This is an optimization exercise on Yosys and OpenROAD, whose aim is a short achievable clock period and few clock cycles per item, not a production implementation.
RTL that was checked went through simulation tests only; none was proved equivalent to the original.
The RTL of run 1 was laid out without a check of its function.
No activity file was given, so power comes from the tool's default toggle rates.

<file path="flow/config.mk">
export PLATFORM = sky130hd
export DESIGN_NAME = zmips_top
export DESIGN_NICKNAME = zmips_top
export VERILOG_FILES = /design/flow/design.v
export SDC_FILE = /design/flow/constraint.sdc
export NUM_CORES = 4
export LEC_CHECK = 0
export CAP_MARGIN = 20
export CORE_MARGIN = 2
export CORE_UTILIZATION = 40
export SLEW_MARGIN = 20
</file>
<file path="flow/constraint.sdc">
create_clock -name core_clock -period 10.5 [get_ports {clk}]
set_input_delay 2.1000 -clock core_clock [delete_from_list [all_inputs] [get_ports {clk}]]
set_output_delay 2.1000 -clock core_clock [all_outputs]
set_load 0.01 [all_outputs]
</file>
<file path="flow/standard.sh">
#!/bin/bash
# synth_recipe.tcl (not shown) runs the flow's synth.tcl, then flattens the netlist and writes it again
# the make line also repeats each setting of config.mk as NAME=value (left out here)
make -C /OpenROAD-flow-scripts/flow DESIGN_CONFIG=/design/flow/config.mk WORK_HOME=/design/flow/orfs CLKGATE_MAP_FILE= SYNTH_SCRIPT=/design/flow/synth_recipe.tcl "${@:-finish}"
</file>
<file path="flow/design.v">
`default_nettype none
package zmips_pkg;
    localparam int XLEN   = 32;    
    localparam int REG_AW = 5;     
    localparam int PCW    = 30;    
    localparam logic [1:0] FMT_I = 2'b10;
    localparam logic [1:0] FMT_J = 2'b11;
endpackage
`default_nettype wire
`default_nettype none
import zmips_pkg::*;
module zmips_fetch
(
    input  logic            clk,
    input  logic            rst,
    input  logic            mispredict,     
    input  logic [PCW-1:0]  alt_pc,
    input  logic [XLEN-1:0] i_data,
    output logic [XLEN-1:0] i_addr,
    output logic [XLEN-1:0] id_instr,
    output logic            id_valid,
    output logic            id_pred,        
    output logic [PCW-1:0]  id_alt          
);
    logic [PCW-1:0] pc, pc_inc, br_tgt, f_next;
    logic           is_j, is_b, pred;
    assign i_addr = {pc, 2'b00};
    assign pc_inc = pc + 1'b1;
    assign is_j   = (i_data[31:30] == FMT_J);
    assign is_b   = (i_data[31:30] == FMT_I);
    assign pred   = (i_data[27:26] == 2'd3) | i_data[25] | (i_data[27:26] == 2'd0 & ~i_data[29]);
    assign br_tgt = pc_inc + {{(PCW-26){i_data[25]}}, i_data[25:0]};
    always_comb
    begin
        if (is_j)
            f_next = i_data[29:0];
        else if (is_b && pred)
            f_next = br_tgt;
        else
            f_next = pc_inc;
    end
    always_ff @(posedge clk)
    begin
        if (rst)
        begin
            pc       <= '0;
            id_valid <= 1'b0;
        end
        else
        begin
            pc       <= mispredict ? alt_pc : f_next;
            id_valid <= ~mispredict;
        end
    end
    always_ff @(posedge clk)
    begin
        id_instr <= i_data;
        id_pred  <= pred;
        id_alt   <= pred ? pc_inc : br_tgt;
    end
endmodule
`default_nettype wire
`default_nettype none
import zmips_pkg::*;
module zmips_control
(
    input  logic              clk,
    input  logic              rst,
    input  logic [XLEN-1:0]   id_instr,
    input  logic              id_valid,
    input  logic              id_pred,
    input  logic [PCW-1:0]    id_alt,
    input  logic              flag_z,
    input  logic              flag_c,
    input  logic              flag_n,
    input  logic              ex_z,
    input  logic              ex_c,
    input  logic              ex_n,
    input  logic [XLEN-1:0]   rs_data,
    input  logic [XLEN-1:0]   rt_data,
    input  logic [XLEN-1:0]   ex_y,
    input  logic [XLEN-1:0]   wb_data,
    input  logic [REG_AW-1:0] wb_addr,
    input  logic              wb_wr,
    output logic [REG_AW-1:0] rs_addr,
    output logic [REG_AW-1:0] rt_addr,
    output logic              mispredict,
    output logic [PCW-1:0]    alt_pc,
    output logic [XLEN-1:0]   ex_a,
    output logic [XLEN-1:0]   ex_b,
    output logic              ex_op_pass,
    output logic              ex_op_and,
    output logic              ex_op_or,
    output logic              ex_op_xor,
    output logic              ex_op_add,
    output logic              ex_op_sub,
    output logic              ex_op_sll,
    output logic              ex_op_srl,
    output logic              ex_op_sra,
    output logic [4:0]        ex_shamt,
    output logic              ex_cin_one,
    output logic [REG_AW-1:0] ex_dest,
    output logic              ex_wr_reg,
    output logic              ex_store,
    output logic              ex_wr_z,
    output logic              ex_wr_c,
    output logic              ex_wr_n
);
    logic            is_r, is_imm, is_b;
    logic [3:0]      code;
    logic [1:0]      cc;
    logic            use_live, use_reg, flag, k;
    logic            fwd_a, fwd_b;
    logic [XLEN-1:0] a_val, rs_val, rt_val;
    logic [REG_AW-1:0] dest;
    assign is_r   = id_valid & ~id_instr[31];
    assign is_imm = id_instr[30];
    assign is_b   = id_valid & (id_instr[31:30] == FMT_I);
    assign code   = is_imm ? 4'b0000 : {id_instr[26], id_instr[5:3]};
    assign dest   = is_imm ? 5'd0 : id_instr[15:11];
    assign rs_addr = id_instr[25:21];
    assign rt_addr = id_instr[20:16];
    assign cc = id_instr[27:26];
    always_comb
    begin
        case (cc)
            2'd0:    flag = ex_wr_z ? ex_z : flag_z;
            2'd1:    flag = ex_wr_c ? ex_c : flag_c;
            default: flag = ex_wr_n ? ex_n : flag_n;
        endcase
    end
    assign k          = ~(id_instr[29] ^ id_pred);
    assign mispredict = is_b & (cc != 2'd3) & (flag ^ k);
    assign alt_pc     = id_alt;
    assign rs_val = (wb_wr && wb_addr == rs_addr) ? wb_data : rs_data;
    assign rt_val = (wb_wr && wb_addr == rt_addr) ? wb_data : rt_data;
    assign a_val  = is_imm ? {{6{id_instr[25]}}, id_instr[25:0]} : rs_val;
    assign fwd_a = ~is_imm & ex_wr_reg & (ex_dest == rs_addr);
    assign fwd_b = ex_wr_reg & (ex_dest == rt_addr);
    always_ff @(posedge clk)
    begin
        ex_a     <= fwd_a ? ex_y : a_val;
        ex_b     <= fwd_b ? ex_y : rt_val;
        ex_shamt <= id_instr[10:6];
        ex_dest  <= dest;
        ex_op_and <= (code == 4'b0001);
        ex_op_or  <= (code == 4'b0010);
        ex_op_xor <= (code == 4'b0011);
        ex_op_add <= (code == 4'b0100);
        ex_op_sub <= (code == 4'b0101);
        ex_op_sll <= (code == 4'b1000);
        ex_op_srl <= (code == 4'b1010);
        ex_op_sra <= (code == 4'b1011);
        ex_op_pass <= ~((code[3:2] == 2'b00 & code[1:0] != 2'b00) | code == 4'b0100
                        | code == 4'b0101 | code == 4'b1000 | code == 4'b1010
                        | code == 4'b1011);
        ex_cin_one <= (code == 4'b0101) & ~id_instr[28];
    end
    always_ff @(posedge clk)
    begin
        if (rst)
        begin
            ex_wr_reg <= 1'b0;
            ex_store  <= 1'b0;
            ex_wr_z   <= 1'b0;
            ex_wr_c   <= 1'b0;
            ex_wr_n   <= 1'b0;
        end
        else
        begin
            ex_wr_reg <= is_r & id_instr[28];
            ex_store  <= is_r & id_instr[29] & ~id_instr[28];
            ex_wr_z   <= is_r & id_instr[0];
            ex_wr_c   <= is_r & id_instr[1];
            ex_wr_n   <= is_r & id_instr[2];
        end
    end
endmodule
`default_nettype wire
`default_nettype none
import zmips_pkg::*;
module zmips_regfile
(
    input  logic              clk,
    input  logic [REG_AW-1:0] rs_addr,
    input  logic [REG_AW-1:0] rt_addr,
    input  logic [REG_AW-1:0] wr_addr,
    input  logic [XLEN-1:0]   wr_data,
    input  logic              wr,
    output logic [XLEN-1:0]   rs_data,
    output logic [XLEN-1:0]   rt_data
);
    logic [31:0][XLEN-1:0] regs;
    always_ff @(posedge clk)
    begin
        for (int i = 0; i < 32; i++)
            if (wr && wr_addr == 5'(i))
                regs[i] <= wr_data;
    end
    assign rs_data = regs[rs_addr];
    assign rt_data = regs[rt_addr];
endmodule
`default_nettype wire
`default_nettype none
import zmips_pkg::*;
module zmips_alu
(
    input  logic [XLEN-1:0] a,
    input  logic [XLEN-1:0] b,
    input  logic            op_pass,    
    input  logic            op_and,
    input  logic            op_or,
    input  logic            op_xor,
    input  logic            op_add,
    input  logic            op_sub,
    input  logic            op_sll,
    input  logic            op_srl,
    input  logic            op_sra,
    input  logic [4:0]      shamt,
    input  logic            cin,
    output logic [XLEN-1:0] y,
    output logic            zero,
    output logic            cout,
    output logic            neg
);
    logic [XLEN-1:0] b_eff, y_and, y_or, y_xor, y_sum, y_sll, y_sr;
    logic [XLEN:0]   sum;
    logic [XLEN-1:0] m_sll, m_sr;
    logic            is_arith;
    logic            z_sum, z_and, z_or, z_xor, z_a, z_sll, z_sr;
    assign is_arith = op_add | op_sub;
    assign b_eff    = op_sub ? ~b : b;
    assign sum      = {1'b0, a} + {1'b0, b_eff} + {{XLEN{1'b0}}, cin};
    assign y_sum    = sum[XLEN-1:0];
    assign y_and = a & b;
    assign y_or  = a | b;
    assign y_xor = a ^ b;
    assign y_sll = a << shamt;
    assign y_sr  = $signed({op_sra & a[XLEN-1], a}) >>> shamt;
    always_comb
    begin
        y = '0;
        if (op_pass) y = y | a;
        if (op_and)  y = y | y_and;
        if (op_or)   y = y | y_or;
        if (op_xor)  y = y | y_xor;
        if (is_arith) y = y | y_sum;
        if (op_sll)  y = y | y_sll;
        if (op_srl | op_sra) y = y | y_sr;
    end
    assign z_sum = &((a ^ b_eff) ~^ {a[XLEN-2:0] | b_eff[XLEN-2:0], cin});
    assign z_and = ~|y_and;
    assign z_or  = ~|y_or;
    assign z_xor = ~|y_xor;
    assign z_a   = ~|a;
    assign m_sll = {XLEN{1'b1}} >> shamt;
    assign m_sr  = {XLEN{1'b1}} << shamt;
    assign z_sll = ~|(a & m_sll);
    assign z_sr  = ~|(a & m_sr);
    assign zero = (op_pass & z_a) | (op_and & z_and) | (op_or & z_or) | (op_xor & z_xor)
                | (is_arith & z_sum) | (op_sll & z_sll) | ((op_srl | op_sra) & z_sr);
    assign cout = is_arith & sum[XLEN];
    assign neg  = (op_pass & a[XLEN-1]) | (op_and & y_and[XLEN-1]) | (op_or & y_or[XLEN-1])
                | (op_xor & y_xor[XLEN-1]) | (is_arith & sum[XLEN-1])
                | (op_sll & y_sll[XLEN-1]) | (op_srl & (shamt == 5'd0) & a[XLEN-1])
                | (op_sra & a[XLEN-1]);
endmodule
`default_nettype wire
`default_nettype none
import zmips_pkg::*;
module zmips_execute
(
    input  logic              clk,
    input  logic              rst,
    input  logic [XLEN-1:0]   ex_a,
    input  logic [XLEN-1:0]   ex_b,
    input  logic              ex_op_pass,
    input  logic              ex_op_and,
    input  logic              ex_op_or,
    input  logic              ex_op_xor,
    input  logic              ex_op_add,
    input  logic              ex_op_sub,
    input  logic              ex_op_sll,
    input  logic              ex_op_srl,
    input  logic              ex_op_sra,
    input  logic [4:0]        ex_shamt,
    input  logic              ex_cin_one,
    input  logic              ex_store,
    input  logic [REG_AW-1:0] ex_dest,
    input  logic              ex_wr_reg,
    input  logic              ex_wr_z,
    input  logic              ex_wr_c,
    input  logic              ex_wr_n,
    output logic [XLEN-1:0]   ex_y,
    output logic              ex_z,
    output logic              ex_c,
    output logic              ex_n,
    output logic              flag_z,
    output logic              flag_c,
    output logic              flag_n,
    output logic [XLEN-1:0]   wb_data,
    output logic [REG_AW-1:0] wb_addr,
    output logic              wb_wr,
    output logic [XLEN-1:0]   d_addr,
    output logic [XLEN-1:0]   d_wdata,
    output logic              d_wr
);
    zmips_alu u_alu (
        .a       (ex_a),
        .b       (ex_b),
        .op_pass (ex_op_pass),
        .op_and  (ex_op_and),
        .op_or   (ex_op_or),
        .op_xor  (ex_op_xor),
        .op_add  (ex_op_add),
        .op_sub  (ex_op_sub),
        .op_sll  (ex_op_sll),
        .op_srl  (ex_op_srl),
        .op_sra  (ex_op_sra),
        .shamt   (ex_shamt),
        .cin     (ex_cin_one | flag_c),
        .y       (ex_y),
        .zero    (ex_z),
        .cout    (ex_c),
        .neg     (ex_n)
    );
    always_ff @(posedge clk)
    begin
        if (rst)
        begin
            flag_z <= 1'b0;
            flag_c <= 1'b0;
            flag_n <= 1'b0;
        end
        else
        begin
            if (ex_wr_z) flag_z <= ex_z;
            if (ex_wr_c) flag_c <= ex_c;
            if (ex_wr_n) flag_n <= ex_n;
        end
    end
    always_ff @(posedge clk)
    begin
        if (rst)
            d_wr <= 1'b0;
        else
            d_wr <= ex_store;
    end
    always_ff @(posedge clk)
    begin
        if (ex_store)
        begin
            d_addr  <= ex_y;
            d_wdata <= ex_b;
        end
    end
    always_ff @(posedge clk)
    begin
        if (rst)
            wb_wr <= 1'b0;
        else
            wb_wr <= ex_wr_reg;
    end
    always_ff @(posedge clk)
    begin
        wb_data <= ex_y;
        wb_addr <= ex_dest;
    end
endmodule
`default_nettype wire
`default_nettype none
import zmips_pkg::*;
module zmips_top
(
    input  logic            clk,
    input  logic            rst,
    input  logic [XLEN-1:0] i_data,
    output logic [XLEN-1:0] i_addr,
    output logic [XLEN-1:0] d_addr,
    output logic [XLEN-1:0] d_wdata,
    output logic            d_wr
);
    logic [XLEN-1:0]   id_instr;
    logic              id_valid, id_pred;
    logic [PCW-1:0]    id_alt, alt_pc;
    logic              mispredict;
    logic [REG_AW-1:0] rs_addr, rt_addr;
    logic [XLEN-1:0]   rs_data, rt_data;
    logic [XLEN-1:0]   ex_a, ex_b, ex_y;
    logic              ex_op_pass, ex_op_and, ex_op_or, ex_op_xor, ex_op_add, ex_op_sub;
    logic              ex_op_sll, ex_op_srl, ex_op_sra;
    logic [4:0]        ex_shamt;
    logic              ex_cin_one;
    logic [REG_AW-1:0] ex_dest;
    logic              ex_wr_reg, ex_store, ex_wr_z, ex_wr_c, ex_wr_n;
    logic              ex_z, ex_c, ex_n;
    logic              flag_z, flag_c, flag_n;
    logic [XLEN-1:0]   wb_data;
    logic [REG_AW-1:0] wb_addr;
    logic              wb_wr;
    zmips_fetch u_fetch (
        .clk, .rst, .mispredict, .alt_pc, .i_data, .i_addr,
        .id_instr, .id_valid, .id_pred, .id_alt
    );
    zmips_control u_control (
        .clk, .rst, .id_instr, .id_valid, .id_pred, .id_alt,
        .flag_z, .flag_c, .flag_n, .ex_z, .ex_c, .ex_n,
        .rs_data, .rt_data, .ex_y, .wb_data, .wb_addr, .wb_wr, .rs_addr, .rt_addr,
        .mispredict, .alt_pc,
        .ex_a, .ex_b, .ex_op_pass, .ex_op_and, .ex_op_or, .ex_op_xor,
        .ex_op_add, .ex_op_sub, .ex_op_sll, .ex_op_srl, .ex_op_sra,
        .ex_shamt, .ex_cin_one, .ex_dest, .ex_wr_reg, .ex_store,
        .ex_wr_z, .ex_wr_c, .ex_wr_n
    );
    zmips_regfile u_regfile (
        .clk, .rs_addr, .rt_addr,
        .wr_addr (wb_addr),
        .wr_data (wb_data),
        .wr      (wb_wr),
        .rs_data, .rt_data
    );
    zmips_execute u_execute (
        .clk, .rst, .ex_a, .ex_b,
        .ex_op_pass, .ex_op_and, .ex_op_or, .ex_op_xor, .ex_op_add, .ex_op_sub,
        .ex_op_sll, .ex_op_srl, .ex_op_sra, .ex_shamt, .ex_cin_one,
        .ex_store, .ex_dest, .ex_wr_reg, .ex_wr_z, .ex_wr_c, .ex_wr_n,
        .ex_y, .ex_z, .ex_c, .ex_n, .flag_z, .flag_c, .flag_n,
        .wb_data, .wb_addr, .wb_wr,
        .d_addr, .d_wdata, .d_wr
    );
endmodule
`default_nettype wire
</file>
<file path="flow/flow/run.sh">
#!/bin/bash
cp standard.sh standard_sh.copy.txt
export SETUP_SLACK_MARGIN=6.5
bash standard.sh > standard.log 2>&1
</file>
==> results.tsv, run 1 <==
metric	value	unit
outcome	finished clean	
muxShareOfSynthArea	24.24	%
worstHoldStart	u_control.ex_dest[0]	
rsz0062_at_grt	yes	
yosys-top-cells-count	edfxtp_1 (1088), mux4_2 (656), nor2_1 (311), a21oi_1 (248), dfxtp_1 (225)	
cp_slowest_cell	dfxtp_1	
multi_input_area	30200	um^2
rows	151	
dpl.hpwl	142700	um
path_buf_inv	2	
yosys.area.top_type	edfxtp_1	
drtAntennaViolNets	0	
cts_tree	built	
grt_pass1_vias	43510	
drive_above_1_share	28.58	%
powerDensity	169.0	nW/um^2
clock_latency	800	ps
synth_top_cells_by_area	edfxtp_1 (48%), mux4_2 (22%), dfxtp_1 (6.7%)	
yosysTopAreaCellShare	48.24	%
grt-ovfl-total	0	
period_share	40.48	%
wl_met2	111300	um
drc	0	
cts_max_path_buffers	3	
place_congestion	1.002	
end_kind	flip-flop	
critPathLaunch	u_control.ex_b[29]	
setup_viol	0	
area_growth	15.82	%
worstReg2RegStart	u_control.ex_b[29]	
crit_type	reg -> reg	
wl_met3	19100	um
detail_route.iter0.violations	5908	
nNetsFinal	4881	
ys_ff_latch	1313	
portBuffers	128	
finalMaxSlewViolations	0	
start_kind	flip-flop	
yosys.area_share.simple	5.339	%
yosysWarnings	5	
fin_crit	4250	ps
drtPass1Iterations	8	
critPathMaxStageDelay	700	ps
synth_most_common_cell	edfxtp_1	
initial_utilization	40.14	%
synthCells	4561	
vias	44300	
hold_depth	0	
p_total	13.25	mW
fin_skew	24.86	ps
arrival	4910	ps
fp.dieH	415.5	um
largest-register	u_regfile.regs	
die_width	415.5	um
min_path_type	reg -> reg	
synth_enable_flop_cells	1088	
synth_area	67730	um^2
clock.fmax	0.2353	GHz
numCtsBuffers	140	
vias_per_cell	6.306	
grt_pass1_wl	326500	um
nFillCells	14520	
reg2reg_depth	15	
syn_area_per_cell	14.85	um^2
dieArea	172600	um^2
hold_violations	0	
cts_root_buffer	clkbuf_16	
crit_family	compound AO/OA/AOI/OAI gates	
cts-htree-levels	4	
cp_max_fo	6	
crit_required	11160	ps
setup-tns-final	0	ps
synth_ff_type	edfxtp_1	
crit_cells	15	
top_layer	met4	
synth_xor_area_share	2.095	%
cts_sinks	1313	
final-seq-area	37310	um^2
path_clk_slew	60	ps
power_leakage	26.58	nW
max-cap-violations	0	
synthAdderAreaFrac	3.000	%
ir_drop	131.4	uV
largest_reg_flops	1024	
ios	131	
ys_seq_area_share	54.89	%
grt_start_max_net_pins	99	
wl_per_cell	32.85	um
yosysUniqueCellTypes	97	
core_area	168700	um^2
grt_use_total	26.32	%
crit_top_cell	xor2_1	
antenna_found_initial	3	
worst_pin_slew	1099	ps
synth_top_family_by_area	multiplexers	
async_flop_share	0	%
drt-met1-wl	89240	um
wl	230700	um
cp_cell_sequence	xor2_1, inv_1, ha_1, xor2_1, nand4_1, nor4_2, a31oi_2, a31oi_1, a211oi_2, nor3_1, a311o_2, or4_4, buf_12, nand2_8, o31ai_2	
max_slew_margin	26.61	%
synth_compound_gate_area_share	7.458	%
## kinds of logic after synthesis
group / after synthesis
xor gates and xnor gates: 162
buffers and inverters: 507
and+or+nand+nor: 797
DFF: 1313
muxes: 819
AOI/OAI and AO/OA: 801
other: 1
adders and majority gates: 161
## what timing repair did
action / 4_1_cts / 5_1_grt
cloned: 7 / 2
pin swaps: 74 / 63
hold buffers: 0 / 0
buffers inserted: 34 / 33
resized for setup: 223 / 128
endpoints found under the setup margin: 151 / 78
## per-stage QoR
stage	instance area, um^2	setup WS, ps	std cells	hold WS (ps)	utilization (%)
floorplan	68000	5922	4562	331.1	-
global placement	71880	4847	6688	390.7	42.61
detailed placement	71880	4730	6688	386.8	42.61
CTS	77580	6236	6987	398.6	45.99
global route	78440	6185	7023	413.5	46.49
finish	78440	6250	7025	397.6	46.49
## final cells by class
type / count / share of cell area, %
flip-flops and latches: 1313 / 47.57
multi-input cells: 2747 / 38.49
clock buffers: 190 / 4.916
repair buffers: 322 / 3.927
well taps: 2218 / 3.538
inverters: 164 / 0.7848
clock inverters: 68 / 0.7656
diodes: 3 / 0.009570
## power breakdown
part | total (mW) | switching [mW] | internal (mW) | leakage [nW]
combinational | 2.13 | 1.25 | 0.880 | 12.6
sequential | 6.27 | 0.358 | 5.91 | 11.7
clock | 4.86 | 2.11 | 2.74 | 2.19
## worst paths after layout
| kind | to | slack [ps] |
|---|---|---|
| max | u_fetch.pc[10] | 6250 |
| max reg2reg | u_fetch.pc[10] | 6250 |
| min reg2reg | u_execute.wb_addr[0] | 400 |
| min | u_execute.wb_addr[0] | 400 |
## layer usage
metal  GRT usage [%]  vias to the layer above
li1                -                    18480
met1           34.75                    23080
met2           42.73                     2313
met3           4.584                      427
met4           11.65                        0
met5               0                        -
## placed cells by master (no fill, tap or decap), drive strengths merged, types with 117 or more instances in the layout
cell,synthesis,final
nor2,311,312
o21ai,209,209
buf,124,196
edfxtp,1088,1088
mux4,656,656
xor2,117,117
a21oi,249,249
mux2i,152,152
inv,162,170
ha,156,156
clkbuf,219,200
dfxtp,225,225
nand2,224,227
==> run 2: changes to the inputs <==
--- a/flow/design.v
+++ b/flow/design.v
@@ -81,5 +81,2 @@
     input  logic [XLEN-1:0]   ex_y,
-    input  logic [XLEN-1:0]   wb_data,
-    input  logic [REG_AW-1:0] wb_addr,
-    input  logic              wb_wr,
     output logic [REG_AW-1:0] rs_addr,
@@ -113,3 +110,3 @@
     logic            fwd_a, fwd_b;
-    logic [XLEN-1:0] a_val, rs_val, rt_val;
+    logic [XLEN-1:0] a_val;
     logic [REG_AW-1:0] dest;
@@ -134,5 +131,3 @@
     assign alt_pc     = id_alt;
-    assign rs_val = (wb_wr && wb_addr == rs_addr) ? wb_data : rs_data;
-    assign rt_val = (wb_wr && wb_addr == rt_addr) ? wb_data : rt_data;
-    assign a_val  = is_imm ? {{6{id_instr[25]}}, id_instr[25:0]} : rs_val;
+    assign a_val = is_imm ? {{6{id_instr[25]}}, id_instr[25:0]} : rs_data;
     assign fwd_a = ~is_imm & ex_wr_reg & (ex_dest == rs_addr);
@@ -142,3 +137,3 @@
         ex_a     <= fwd_a ? ex_y : a_val;
-        ex_b     <= fwd_b ? ex_y : rt_val;
+        ex_b     <= fwd_b ? ex_y : rt_data;
         ex_shamt <= id_instr[10:6];
@@ -288,4 +283,2 @@
     input  logic              ex_store,
-    input  logic [REG_AW-1:0] ex_dest,
-    input  logic              ex_wr_reg,
     input  logic              ex_wr_z,
@@ -300,5 +293,2 @@
     output logic              flag_n,
-    output logic [XLEN-1:0]   wb_data,
-    output logic [REG_AW-1:0] wb_addr,
-    output logic              wb_wr,
     output logic [XLEN-1:0]   d_addr,
@@ -350,19 +340,4 @@
     begin
-        if (ex_store)
-        begin
-            d_addr  <= ex_y;
-            d_wdata <= ex_b;
-        end
-    end
-    always_ff @(posedge clk)
-    begin
-        if (rst)
-            wb_wr <= 1'b0;
-        else
-            wb_wr <= ex_wr_reg;
-    end
-    always_ff @(posedge clk)
-    begin
-        wb_data <= ex_y;
-        wb_addr <= ex_dest;
+        d_addr  <= ex_y;
+        d_wdata <= ex_b;
     end
@@ -397,5 +372,2 @@
     logic              flag_z, flag_c, flag_n;
-    logic [XLEN-1:0]   wb_data;
-    logic [REG_AW-1:0] wb_addr;
-    logic              wb_wr;
     zmips_fetch u_fetch (
@@ -407,3 +379,3 @@
         .flag_z, .flag_c, .flag_n, .ex_z, .ex_c, .ex_n,
-        .rs_data, .rt_data, .ex_y, .wb_data, .wb_addr, .wb_wr, .rs_addr, .rt_addr,
+        .rs_data, .rt_data, .ex_y, .rs_addr, .rt_addr,
         .mispredict, .alt_pc,
@@ -416,5 +388,5 @@
         .clk, .rs_addr, .rt_addr,
-        .wr_addr (wb_addr),
-        .wr_data (wb_data),
-        .wr      (wb_wr),
+        .wr_addr (ex_dest),
+        .wr_data (ex_y),
+        .wr      (ex_wr_reg),
         .rs_data, .rt_data
@@ -425,5 +397,4 @@
         .ex_op_sll, .ex_op_srl, .ex_op_sra, .ex_shamt, .ex_cin_one,
-        .ex_store, .ex_dest, .ex_wr_reg, .ex_wr_z, .ex_wr_c, .ex_wr_n,
+        .ex_store, .ex_wr_z, .ex_wr_c, .ex_wr_n,
         .ex_y, .ex_z, .ex_c, .ex_n, .flag_z, .flag_c, .flag_n,
-        .wb_data, .wb_addr, .wb_wr,
         .d_addr, .d_wdata, .d_wr
==> flow/run.sh (new file) <==
#!/bin/bash
# synth_recipe.tcl (not shown) runs the flow's synth.tcl, then flattens the netlist and writes it again
# the make line also repeats each setting of config.mk as NAME=value (left out here)
make -C /OpenROAD-flow-scripts/flow DESIGN_CONFIG=/design/flow/config.mk WORK_HOME=/design/flow/orfs CLKGATE_MAP_FILE= SYNTH_SCRIPT=/design/flow/synth_recipe.tcl finish
--- a/flow/config.mk
+++ b/flow/config.mk
@@ -10,2 +10,3 @@
 export CORE_UTILIZATION = 40
+export SETUP_SLACK_MARGIN = 5
 export SLEW_MARGIN = 20
removed: flow/flow/run.sh
removed: flow/standard.sh
==> run 2 against run 1 <==
  * Count of clock-buffer cells in the layout up 1
  * Critical path depth shrank 2
  * First-iteration DRC count fell by 6.1%
  * Non-clock buffer count shrank 60
  * Critical path type unchanged
  * Largest power group unchanged
==> results.tsv, run 2 <==
metric	value	unit	change
period_share	52.00	%	was 40.48%
cts_sinks	1275		was 1313
yosys-top-cells-count	edfxtp_1 (1024), mux4_2 (695), dfxtp_1 (251), nor2_1 (244), clkbuf_1 (233)		was edfxtp_1 (1088), mux4_2 (656), nor2_1 (311), a21oi_1 (248), dfxtp_1 (225)
ios	131		unchanged
detail_route.iter0.violations	5545		was 5908
arrival	5780	ps	was 4910 ps
setup-tns-final	0	ps	unchanged
yosysUniqueCellTypes	85		was 97
final_cell_mix	edfxtp_1 (1024), mux4_2 (695), dfxtp_1 (234)		was edfxtp_1 (1088), mux4_2 (656), nor2_1 (273)
r2r-end	u_regfile.regs[665]		was u_fetch.pc[10]
fin_crit	5460	ps	was 4250 ps
clock_latency	800	ps	about the same
syn_area_per_cell	15.15	um^2	was 14.85 um^2
wl_per_cell	33.11	um	was 32.85 um
die_width	410.8	um	was 415.5 um
cp_max_fo	34		was 6
rows	149		was 151
yosysTopAreaCellShare	46.45	%	was 48.24%
worstReg2RegStart	u_control.ex_op_sub		was u_control.ex_b[29]
largest-register	u_regfile.regs		unchanged
max-cap-violations	0		unchanged
wl	223500	um	was 230700 um
hold_violations	0		unchanged
grt_pass1_wl	318200	um	was 326500 um
ys_ff_latch	1275		was 1313
finalMaxSlewViolations	0		unchanged
initial_utilization	40.22	%	was 40.14%
grt_pass1_vias	42410		was 43510
finalWorstSetupSlack	5040	ps	was 6250 ps
portBuffers	128		unchanged
fp.dieH	410.8	um	was 415.5 um
largest_reg_flops	1024		unchanged
worst_pin_slew	1237	ps	was 1099 ps
grt-ovfl-total	0		unchanged
dieArea	168800	um^2	was 172600 um^2
max_slew_margin	17.25	%	was 26.61%
clock.fmax	0.1832	GHz	was 0.2353 GHz
start_kind	flip-flop		unchanged
crit_family	compound AO/OA/AOI/OAI gates		unchanged
path_clk_slew	60	ps	about the same
critPathMaxStageDelay	770	ps	was 700 ps
core_area	164600	um^2	was 168700 um^2
whs_endpoint	u_control.ex_shamt[4]		was u_execute.wb_addr[0]
yosys.area.top_type	edfxtp_1		unchanged
min_path_type	reg -> reg		unchanged
dpl.hpwl	137400	um	was 142700 um
cts_hold_buf	0		unchanged
drc	0		unchanged
final_common_cell	edfxtp_1		unchanged
crit_required	10820	ps	was 11160 ps
synth_enable_flop_cells	1024		was 1088
cts_tree	built		unchanged
ir_drop	151.7	uV	was 131.4 uV
path_buf_inv	3		was 2
cp_cell_sequence	buf_4, xor2_1, inv_1, ha_1, a211oi_1, o21ai_0, and4_1, nor2_1, o31ai_1, a211oi_1, mux2i_1, a221oi_1, inv_1		was xor2_1, inv_1, ha_1, xor2_1, nand4_1, nor4_2, a31oi_2, a31oi_1, a211oi_2, nor3_1, a311o_2, or4_4, buf_12, nand2_8, o31ai_2
worstHoldStart	u_fetch.id_instr[10]		was u_control.ex_dest[0]
synth_top_cells_by_area	edfxtp_1 (46%), mux4_2 (24%), dfxtp_1 (7.6%)		was edfxtp_1 (48%), mux4_2 (22%), dfxtp_1 (6.7%)
yosysWarnings	5		unchanged
async_flop_share	0	%	unchanged
reg2reg_slack	5040	ps	was 6250 ps
antenna_found_initial	7		was 3
p_total	13.04	mW	was 13.25 mW
grt_use_total	26.35	%	was 26.32%
setup_viol	0		unchanged
grt_start_max_net_pins	104		was 99
reg2reg_depth	13		was 15
drive_above_1_share	25.48	%	was 28.58%
synth_most_common_cell	edfxtp_1		unchanged
cts_root_buffer	clkbuf_16		unchanged
end_kind	flip-flop		unchanged
cp_slowest_cell	a221oi_1		was dfxtp_1
crit_type	reg -> reg		unchanged
powerDensity	173.9	nW/um^2	was 169.0 nW/um^2
place_congestion	0.9929		was 1.002
fin_skew	35.75	ps	was 24.86 ps
synth_ff_type	edfxtp_1		unchanged
cts-htree-levels	4		unchanged
outcome	finished clean		unchanged
dpl_worst_slack	4375	ps	was 4730 ps
synth_area	66200	um^2	was 67730 um^2
drtAntennaViolNets	0		unchanged
nNetsFinal	4638		was 4881
rsz0062_at_grt	yes		unchanged
drtPass1Iterations	6		was 8
hold_slack	431.5	ps	was 397.6 ps
vias	43340		was 44300
area_growth	13.29	%	was 15.82%
power_leakage	25.25	nW	was 26.58 nW
ys_seq_area_share	54.04	%	was 54.89%
hold_depth	0		unchanged
cts_max_path_buffers	3		unchanged
vias_per_cell	6.418		was 6.306
numCtsBuffers	142		was 140
synthCells	4369		was 4561
==> run 2: cell types whose count changed after synthesis, sizes merged, moves of 26 or more <==
cell	delta
mux2i	-43
a21oi	-102
o21ai	-26
edfxtp	-64
nor2	-67
dfxtp	+26
mux4	+39
==> run 2: worst reg2reg max path, stage by stage, from the launching register on <==
cell,delay (ps)
dfxtp_2,310
buf_4,470
xor2_1,360
inv_1,80
ha_1,330
a211oi_1,490
o21ai_0,250
and4_1,300
nor2_1,230
o31ai_1,170
a211oi_1,370
mux2i_1,150
a221oi_1,770
inv_1,710
==> run 2: cell families after synthesis <==
| logic type | synth area share, % |
|---|---|
| buf+inv | 2.980 |
| flops | 54.04 |
| fa+ha+maj | 3.069 |
| other cells | 0.005664 |
| compound gates | 6.564 |
| mux | 25.89 |
| simple gates | 5.553 |
| xor+xnor | 1.905 |
==> run 2: report_power, final <==
group | internal [mW] | switching, mW
logic | 0.866 | 1.34
registers | 5.73 | 0.209
clock network | 2.82 | 2.08
total | 9.41 | 3.63
==> run 2: cell type report <==
type,instances,area [um^2]
Antenna cell,2,5.005
Timing Repair Buffer,262,2394
Sequential cell,1275,35820
Fill cell,14280,89610
Clock inverter,69,648.1
Inverter,168,638.1
Multi-Input combinational cell,2594,28840
Timing Repair inverter,2,15.01
Tap cell,2189,2739
Clock buffer,191,3899
==> run 2: per-layer routing <==
| layer | GRT usage (%) | share of wire [%] |
|---|---|---|
| met1 | 36.60 | 40 |
| met2 | 42.08 | 47 |
| met3 | 4.500 | 8.6 |
| met4 | 8.906 | 3.7 |
| met5 | 0 | 0.012 |
==> run 2: how the worst max path moves through the flow <==
stage / start / end / slack (ps) / depth (start not counted)
detailed placement: i_data[25] / u_fetch.pc[4] / 4380 / 8
floorplan: u_control.ex_op_sub / u_regfile.regs[1022] / 5300 / 14
global route: u_control.ex_op_sub / u_regfile.regs[25] / 4860 / 13
global placement: i_data[1] / u_fetch.id_alt[29] / 4330 / 11
finish: u_control.ex_op_sub / u_regfile.regs[665] / 5040 / 13
CTS: u_control.ex_op_sub / u_regfile.regs[80] / 5020 / 13
==> run 2: repair_timing <==
item / CTS / global route
endpoints found under the setup margin: 66 / 168
pin swaps: 0 / 0
hold endpoints to repair: 0 / 0
resized for setup: 5 / 8
setup buffers: 0 / 0
cloned: 1 / 1
==> run 2: through the flow <==
stage / util [%] / area, um^2 / cells
global route: 45.56 / 75000 / 6750
CTS: 45.50 / 74900 / 6747
finish: 45.56 / 75000 / 6752
detailed placement: 42.72 / 70330 / 6486
global placement: 42.71 / 70300 / 6485
floorplan: - / 66210 / 4370
Testbench counts of run 2, summed over its fixed seeds: cycles 39,707, instrs 37,437.
==> run 3: changes to the inputs <==
--- a/flow/design.v
+++ b/flow/design.v
@@ -5,2 +5,3 @@
     localparam int PCW    = 30;    
+    localparam int NEAR_W = 12;    
     localparam logic [1:0] FMT_I = 2'b10;
@@ -22,12 +23,26 @@
     output logic            id_pred,        
-    output logic [PCW-1:0]  id_alt          
+    output logic [PCW-1:0]  id_pc_inc       
 );
-    logic [PCW-1:0] pc, pc_inc, br_tgt, f_next;
-    logic           is_j, is_b, pred;
+    localparam int NW = NEAR_W;
+    logic [PCW-1:0]    pc, pc_inc, near_tgt, f_next;
+    logic [PCW-NW-1:0] hi_inc, hi_dec;
+    logic [NW:0]       lo_sum;
+    logic              is_j, is_b, pred, near;
+    logic              s_inc, s_dec, s_same;
     assign i_addr = {pc, 2'b00};
     assign pc_inc = pc + 1'b1;
-    assign is_j   = (i_data[31:30] == FMT_J);
-    assign is_b   = (i_data[31:30] == FMT_I);
-    assign pred   = (i_data[27:26] == 2'd3) | i_data[25] | (i_data[27:26] == 2'd0 & ~i_data[29]);
-    assign br_tgt = pc_inc + {{(PCW-26){i_data[25]}}, i_data[25:0]};
+    assign hi_inc = pc[PCW-1:NW] + 1'b1;
+    assign hi_dec = pc[PCW-1:NW] - 1'b1;
+    assign is_j = (i_data[31:30] == FMT_J);
+    assign is_b = (i_data[31:30] == FMT_I);
+    assign near = (i_data[25:NW-1] == '0) | (i_data[25:NW-1] == '1);
+    assign pred = near & ((i_data[27:26] == 2'd3) | i_data[25]
+                          | (i_data[27:26] == 2'd0 & ~i_data[29]));
+    assign lo_sum = {1'b0, pc[NW-1:0]} + {1'b0, i_data[NW-1:0]} + 1'b1;
+    assign s_inc  = lo_sum[NW] & ~i_data[NW-1];
+    assign s_dec  = ~lo_sum[NW] & i_data[NW-1];
+    assign s_same = ~(s_inc | s_dec);
+    assign near_tgt = {({(PCW-NW){s_inc}} & hi_inc) | ({(PCW-NW){s_dec}} & hi_dec)
+                       | ({(PCW-NW){s_same}} & pc[PCW-1:NW]),
+                       lo_sum[NW-1:0]};
     always_comb
@@ -37,3 +52,3 @@
         else if (is_b && pred)
-            f_next = br_tgt;
+            f_next = near_tgt;
         else
@@ -56,5 +71,5 @@
     begin
-        id_instr <= i_data;
-        id_pred  <= pred;
-        id_alt   <= pred ? pc_inc : br_tgt;
+        id_instr  <= i_data;
+        id_pred   <= pred;
+        id_pc_inc <= pc_inc;
     end
@@ -71,3 +86,3 @@
     input  logic              id_pred,
-    input  logic [PCW-1:0]    id_alt,
+    input  logic [PCW-1:0]    id_pc_inc,
     input  logic              flag_z,
@@ -81,2 +96,5 @@
     input  logic [XLEN-1:0]   ex_y,
+    input  logic [XLEN-1:0]   wb_data,
+    input  logic [REG_AW-1:0] wb_addr,
+    input  logic              wb_wr,
     output logic [REG_AW-1:0] rs_addr,
@@ -108,5 +126,6 @@
     logic [1:0]      cc;
-    logic            use_live, use_reg, flag, k;
+    logic            flag, k;
+    logic [PCW-1:0]  br_tgt;
     logic            fwd_a, fwd_b;
-    logic [XLEN-1:0] a_val;
+    logic [XLEN-1:0] a_val, rs_val, rt_val;
     logic [REG_AW-1:0] dest;
@@ -129,5 +148,8 @@
     assign k          = ~(id_instr[29] ^ id_pred);
-    assign mispredict = is_b & (cc != 2'd3) & (flag ^ k);
-    assign alt_pc     = id_alt;
-    assign a_val = is_imm ? {{6{id_instr[25]}}, id_instr[25:0]} : rs_data;
+    assign mispredict = is_b & ((cc == 2'd3) ? ~id_pred : (flag ^ k));
+    assign br_tgt     = id_pc_inc + {{(PCW-26){id_instr[25]}}, id_instr[25:0]};
+    assign alt_pc     = id_pred ? id_pc_inc : br_tgt;
+    assign rs_val = (wb_wr && wb_addr == rs_addr) ? wb_data : rs_data;
+    assign rt_val = (wb_wr && wb_addr == rt_addr) ? wb_data : rt_data;
+    assign a_val  = is_imm ? {{6{id_instr[25]}}, id_instr[25:0]} : rs_val;
     assign fwd_a = ~is_imm & ex_wr_reg & (ex_dest == rs_addr);
@@ -137,3 +159,3 @@
         ex_a     <= fwd_a ? ex_y : a_val;
-        ex_b     <= fwd_b ? ex_y : rt_data;
+        ex_b     <= fwd_b ? ex_y : rt_val;
         ex_shamt <= id_instr[10:6];
@@ -283,2 +305,4 @@
     input  logic              ex_store,
+    input  logic [REG_AW-1:0] ex_dest,
+    input  logic              ex_wr_reg,
     input  logic              ex_wr_z,
@@ -293,2 +317,5 @@
     output logic              flag_n,
+    output logic [XLEN-1:0]   wb_data,
+    output logic [REG_AW-1:0] wb_addr,
+    output logic              wb_wr,
     output logic [XLEN-1:0]   d_addr,
@@ -340,4 +367,19 @@
     begin
-        d_addr  <= ex_y;
-        d_wdata <= ex_b;
+        if (ex_store)
+        begin
+            d_addr  <= ex_y;
+            d_wdata <= ex_b;
+        end
+    end
+    always_ff @(posedge clk)
+    begin
+        if (rst)
+            wb_wr <= 1'b0;
+        else
+            wb_wr <= ex_wr_reg;
+    end
+    always_ff @(posedge clk)
+    begin
+        wb_data <= ex_y;
+        wb_addr <= ex_dest;
     end
@@ -359,3 +401,3 @@
     logic              id_valid, id_pred;
-    logic [PCW-1:0]    id_alt, alt_pc;
+    logic [PCW-1:0]    id_pc_inc, alt_pc;
     logic              mispredict;
@@ -372,10 +414,13 @@
     logic              flag_z, flag_c, flag_n;
+    logic [XLEN-1:0]   wb_data;
+    logic [REG_AW-1:0] wb_addr;
+    logic              wb_wr;
     zmips_fetch u_fetch (
         .clk, .rst, .mispredict, .alt_pc, .i_data, .i_addr,
-        .id_instr, .id_valid, .id_pred, .id_alt
+        .id_instr, .id_valid, .id_pred, .id_pc_inc
     );
     zmips_control u_control (
-        .clk, .rst, .id_instr, .id_valid, .id_pred, .id_alt,
+        .clk, .rst, .id_instr, .id_valid, .id_pred, .id_pc_inc,
         .flag_z, .flag_c, .flag_n, .ex_z, .ex_c, .ex_n,
-        .rs_data, .rt_data, .ex_y, .rs_addr, .rt_addr,
+        .rs_data, .rt_data, .ex_y, .wb_data, .wb_addr, .wb_wr, .rs_addr, .rt_addr,
         .mispredict, .alt_pc,
@@ -388,5 +433,5 @@
         .clk, .rs_addr, .rt_addr,
-        .wr_addr (ex_dest),
-        .wr_data (ex_y),
-        .wr      (ex_wr_reg),
+        .wr_addr (wb_addr),
+        .wr_data (wb_data),
+        .wr      (wb_wr),
         .rs_data, .rt_data
@@ -397,4 +442,5 @@
         .ex_op_sll, .ex_op_srl, .ex_op_sra, .ex_shamt, .ex_cin_one,
-        .ex_store, .ex_wr_z, .ex_wr_c, .ex_wr_n,
+        .ex_store, .ex_dest, .ex_wr_reg, .ex_wr_z, .ex_wr_c, .ex_wr_n,
         .ex_y, .ex_z, .ex_c, .ex_n, .flag_z, .flag_c, .flag_n,
+        .wb_data, .wb_addr, .wb_wr,
         .d_addr, .d_wdata, .d_wr
==> flow/flow/run.sh (new file) <==
#!/bin/bash
cp standard.sh standard_sh.copy.txt
export SETUP_SLACK_MARGIN=6.5
bash standard.sh > standard.log 2>&1
==> flow/standard.sh (new file) <==
#!/bin/bash
# synth_recipe.tcl (not shown) runs the flow's synth.tcl, then flattens the netlist and writes it again
# the make line also repeats each setting of config.mk as NAME=value (left out here)
make -C /OpenROAD-flow-scripts/flow DESIGN_CONFIG=/design/flow/config.mk WORK_HOME=/design/flow/orfs CLKGATE_MAP_FILE= SYNTH_SCRIPT=/design/flow/synth_recipe.tcl "${@:-finish}"
--- a/flow/config.mk
+++ b/flow/config.mk
@@ -10,3 +10,2 @@
 export CORE_UTILIZATION = 40
-export SETUP_SLACK_MARGIN = 5
 export SLEW_MARGIN = 20
removed: flow/run.sh
==> run 3 against run 2 <==
  * Still clean
  * Clock skew is 0.69 ps higher
  * Hold slack got worse by 29 ps
  * Via count grew 6.1%
  * Critical path type is now in -> reg
  * Highest routed layer unchanged
  * Total power grew 3.9%
  * Synthesized area up 4.1%
==> results.tsv, run 3 <==
metric	value	unit	change
final_common_cell	edfxtp_1		unchanged
worst_pin_slew	1161	ps	was 1237 ps
powerDensity	168.9	nW/um^2	was 173.9 nW/um^2
final_cell_mix	edfxtp_1 (1088), mux4_2 (668), nor2_1 (317)		was edfxtp_1 (1024), mux4_2 (695), dfxtp_1 (234)
ys_seq_area_share	53.93	%	was 54.04%
cts_tree	built		unchanged
cts_sinks	1313		was 1275
dpl-instance-area	73170	um^2	was 70330 um^2
synth_top_cells_by_area	edfxtp_1 (47%), mux4_2 (22%), dfxtp_1 (6.5%)		was edfxtp_1 (46%), mux4_2 (24%), dfxtp_1 (7.6%)
largest_reg_flops	1024		unchanged
crit_top_cell	a21oi_2		
portBuffers	128		unchanged
nNetsFinal	5044		was 4638
drc	0		unchanged
grt_use_total	26.73	%	was 26.35%
yosysUniqueCellTypes	94		was 85
grt-ovfl-total	0		unchanged
wl	236700	um	was 223500 um
drtAntennaViolNets	0		unchanged
worstReg2RegStart	u_control.ex_op_sub		unchanged
finalMaxSlewViolations	0		unchanged
max-cap-violations	0		unchanged
wl_per_cell	32.62	um	was 33.11 um
numCtsBuffers	144		was 142
grt_start_max_net_pins	122		was 104
die_width	419.1	um	was 410.8 um
worstHoldStart	u_control.ex_dest[0]		was u_fetch.id_instr[10]
crit_type	in -> reg		was reg -> reg
yosysTopAreaCellShare	47.40	%	was 46.45%
finalWorstSetupSlack	5549	ps	was 5040 ps
area_growth	16.37	%	was 13.29%
cp_slowest_cell	fa_2		was a221oi_1
detail_route.iter0.violations	6105		was 5545
rows	152		was 149
dieArea	175700	um^2	was 168800 um^2
syn_area_per_cell	14.69	um^2	was 15.15 um^2
synth_area	68930	um^2	was 66200 um^2
synthCells	4694		was 4369
crit_required	11190	ps	was 10820 ps
end_kind	flip-flop		unchanged
cp_cell_sequence	buf_12, inv_12, ha_4, inv_2, fa_2, a21o_1, a21oi_2, o21bai_1, a21oi_2, o21bai_1, a21oi_2, nand2b_4, a21boi_2, o21ai_2, nand2b_1, a21o_1, ha_4, buf_6, a21oi_2, o22ai_1, a221oi_2, a211oi_1, mux2_4		was buf_4, xor2_1, inv_1, ha_1, a211oi_1, o21ai_0, and4_1, nor2_1, o31ai_1, a211oi_1, mux2i_1, a221oi_1, inv_1
outcome	finished clean		unchanged
synth_enable_flop_cells	1088		was 1024
rsz0062_at_grt	yes		unchanged
initial_utilization	40.23	%	was 40.22%
reg2reg_depth	21		was 13
place_congestion	0.9715		was 0.9929
fin_crit	4951	ps	was 5460 ps
ios	131		unchanged
cp_max_fo	6		was 34
ys_ff_latch	1313		was 1275
hold_depth	0		unchanged
period_share	47.15	%	was 52.00%
synth_ff_type	edfxtp_1		unchanged
vias	45980		was 43340
setup_viol	0		unchanged
ir_drop	160.1	uV	was 151.7 uV
critPathMaxStageDelay	350	ps	was 770 ps
cts-htree-levels	4		unchanged
async_flop_share	0	%	unchanged
fp.dieH	419.1	um	was 410.8 um
largest-register	u_regfile.regs		unchanged
drtPass1Iterations	6		unchanged
synth_most_common_cell	edfxtp_1		unchanged
yosysWarnings	5		unchanged
cts_root_buffer	clkbuf_16		unchanged
critPathLaunch	i_data[0]		was u_control.ex_op_sub
stdcell_area	80220	um^2	was 75000 um^2
grt_pass1_vias	45150		was 42410
path_clk_slew	60	ps	about the same
nFillCells	14780		was 14280
grt_pass1_wl	335700	um	was 318200 um
clock_latency	830	ps	was 800 ps
hold_violations	0		unchanged
yosys-top-cells-count	edfxtp_1 (1088), mux4_2 (668), nor2_1 (343), clkbuf_1 (250), a21oi_1 (249)		was edfxtp_1 (1024), mux4_2 (695), dfxtp_1 (251), nor2_1 (244), clkbuf_1 (233)
cts_hold_buf	0		unchanged
cts_max_path_buffers	3		unchanged
fin_skew	36.44	ps	was 35.75 ps
setup-tns-final	0	ps	unchanged
dpl.hpwl	149100	um	was 137400 um
arrival	5640	ps	was 5780 ps
antenna_found_initial	9		was 7
core_area	171400	um^2	was 164600 um^2
dpl_worst_slack	3512	ps	was 4375 ps
yosys.area.top_type	edfxtp_1		unchanged
start_kind	input port		was flip-flop
drive_above_1_share	28.91	%	was 25.48%
clock.fmax	0.2020	GHz	was 0.1832 GHz
max_slew_margin	22.47	%	was 17.25%
min_path_type	reg -> reg		unchanged
vias_per_cell	6.336		was 6.418
power_leakage	27.19	nW	was 25.25 nW
==> run 3: cell types whose count changed in the layout (fill, tap and decap cells not counted), moves of 25 or more <==
| cell | delta |
|---|---|
| nor2b_1 | -25 |
| dfxtp_1 | -88 |
| edfxtp_1 | +64 |
| nand2_1 | -40 |
| buf_4 | +50 |
| dfxtp_2 | +47 |
| mux4_2 | -27 |
| nor2_1 | +97 |
| mux2i_1 | +54 |
| a21oi_1 | +84 |
==> run 3: logic make-up (layout without fill, tap and decap cells) <==
family	Yosys count	after routing	synth area share, %
AO/OA/AOI/OAI	802	802	7.377
XOR/XNOR	169	169	2.147
adder cells (fa/ha/maj)	177	177	3.253
buffers and inverters	525	777	2.953
flip-flops	1313	1313	53.93
multiplexers	857	857	24.62
other	1	3	0.005440
AND/OR/NAND/NOR	850	850	5.718
==> run 3: what timing repair did <==
| action | 4_1_cts | 5_1_grt |
|---|---|---|
| endpoints found under the hold margin | 0 | 0 |
| setup endpoints to repair | 152 | 67 |
| setup buffers | 56 | 35 |
| gates resized for setup | 213 | 135 |
| pin swaps | 41 | 67 |
| cloned | 4 | 2 |
==> run 3: area by class of cell <==
cell class | instances | area [um^2] | area share, %
sequential | 1313 | 37340 | 46.55
multi-input combinational | 2857 | 31200 | 38.90
clock buffer | 181 | 3827 | 4.771
timing repair buffer | 355 | 3471 | 4.327
tap | 2310 | 2890 | 3.603
clock inverter | 78 | 844.6 | 1.053
inverter | 162 | 630.6 | 0.7861
timing repair inverter | 1 | 6.256 | 0.007799
antenna | 1 | 2.502 | 0.003120
==> run 3: worst paths after layout <==
check / to / slack [ps]
min reg2reg: u_execute.wb_addr[0] / 400
max reg2reg: u_fetch.pc[19] / 5930
max: u_fetch.pc[27] / 5550
min: u_execute.wb_addr[0] / 400
==> run 3: per-layer routing <==
layer	vias to the layer above	GRT usage, %	share of wire, %
met3	487	4.293	8.1
met1	24060	36.01	39
li1	19020	-	-
met2	2414	42.79	48
met5	-	0	0.011
met4	4	11.85	4.7
==> run 3: worst max-delay path: cells and delay by family <==
family	cells	cell delay [ps]
buf+inv	4	340
fa+ha+maj	3	770
mux	1	290
simple gates	2	220
compound gates	13	1910
==> run 3: where the power goes <==
group / internal, mW / switching (mW)
Sequential: 5.90 / 0.353
Clock: 2.88 / 2.18
Combinational: 0.952 / 1.28
==> run 3: stage by stage <==
step                std cells  power (mW)  util (%)  hold WS, ps
CTS                      7220       13.47     46.26        393.0
floorplan                4695       7.500         -        355.2
detailed placement       6901       8.301     42.70        383.3
finish                   7258       13.55     46.81        402.6
global placement         6900       8.301     42.69        384.1
global route             7258       13.97     46.81        413.7
Testbench counts of run 3, summed over its fixed seeds: cycles 39,848, instrs 37,437.

-- static timing again, ports no longer ideal --
The flow's constraints put no driver on any port. The routed layouts listed below were extracted and timed again, unchanged, in two steps.
Step 1 (the two cells are an assumption about what drives the block):
set clk [get_ports {clk}]
set_driving_cell -lib_cell sky130_fd_sc_hd__clkbuf_16 $clk
set_driving_cell -lib_cell sky130_fd_sc_hd__buf_2 [delete_from_list [all_inputs] $clk]
Step 2 moves the port delays by t, midway between the first and last clock arrival at a register: inputs arrive t later, outputs are due t later. That takes back most of the time a late clock gives input paths.
Slacks: ideal / step 1 / step 2; pairs: ideal / step 1.
run | t, ns | setup slack, ns | worst hold slack (ns) | worst register clock-pin slew, ns | pins driven straight from the clock port
run 1 | 0.871 | 6.250 / 6.250 / 5.489 | 0.398 / 0.398 / 0.398 | 0.07 / 0.07 | 1
run 2 | 0.865 | 5.040 / 5.040 / 4.391 | 0.432 / 0.432 / 0.432 | 0.07 / 0.07 | 1
run 3 | 0.896 | 5.549 / 5.587 / 4.691 | 0.403 / 0.403 / 0.403 | 0.07 / 0.07 | 1
After both steps setup and hold are still met in every run listed. For run 3, which loses most, drivers alone change the setup slack by +0.038 ns; drivers and shift together by -0.858 ns.
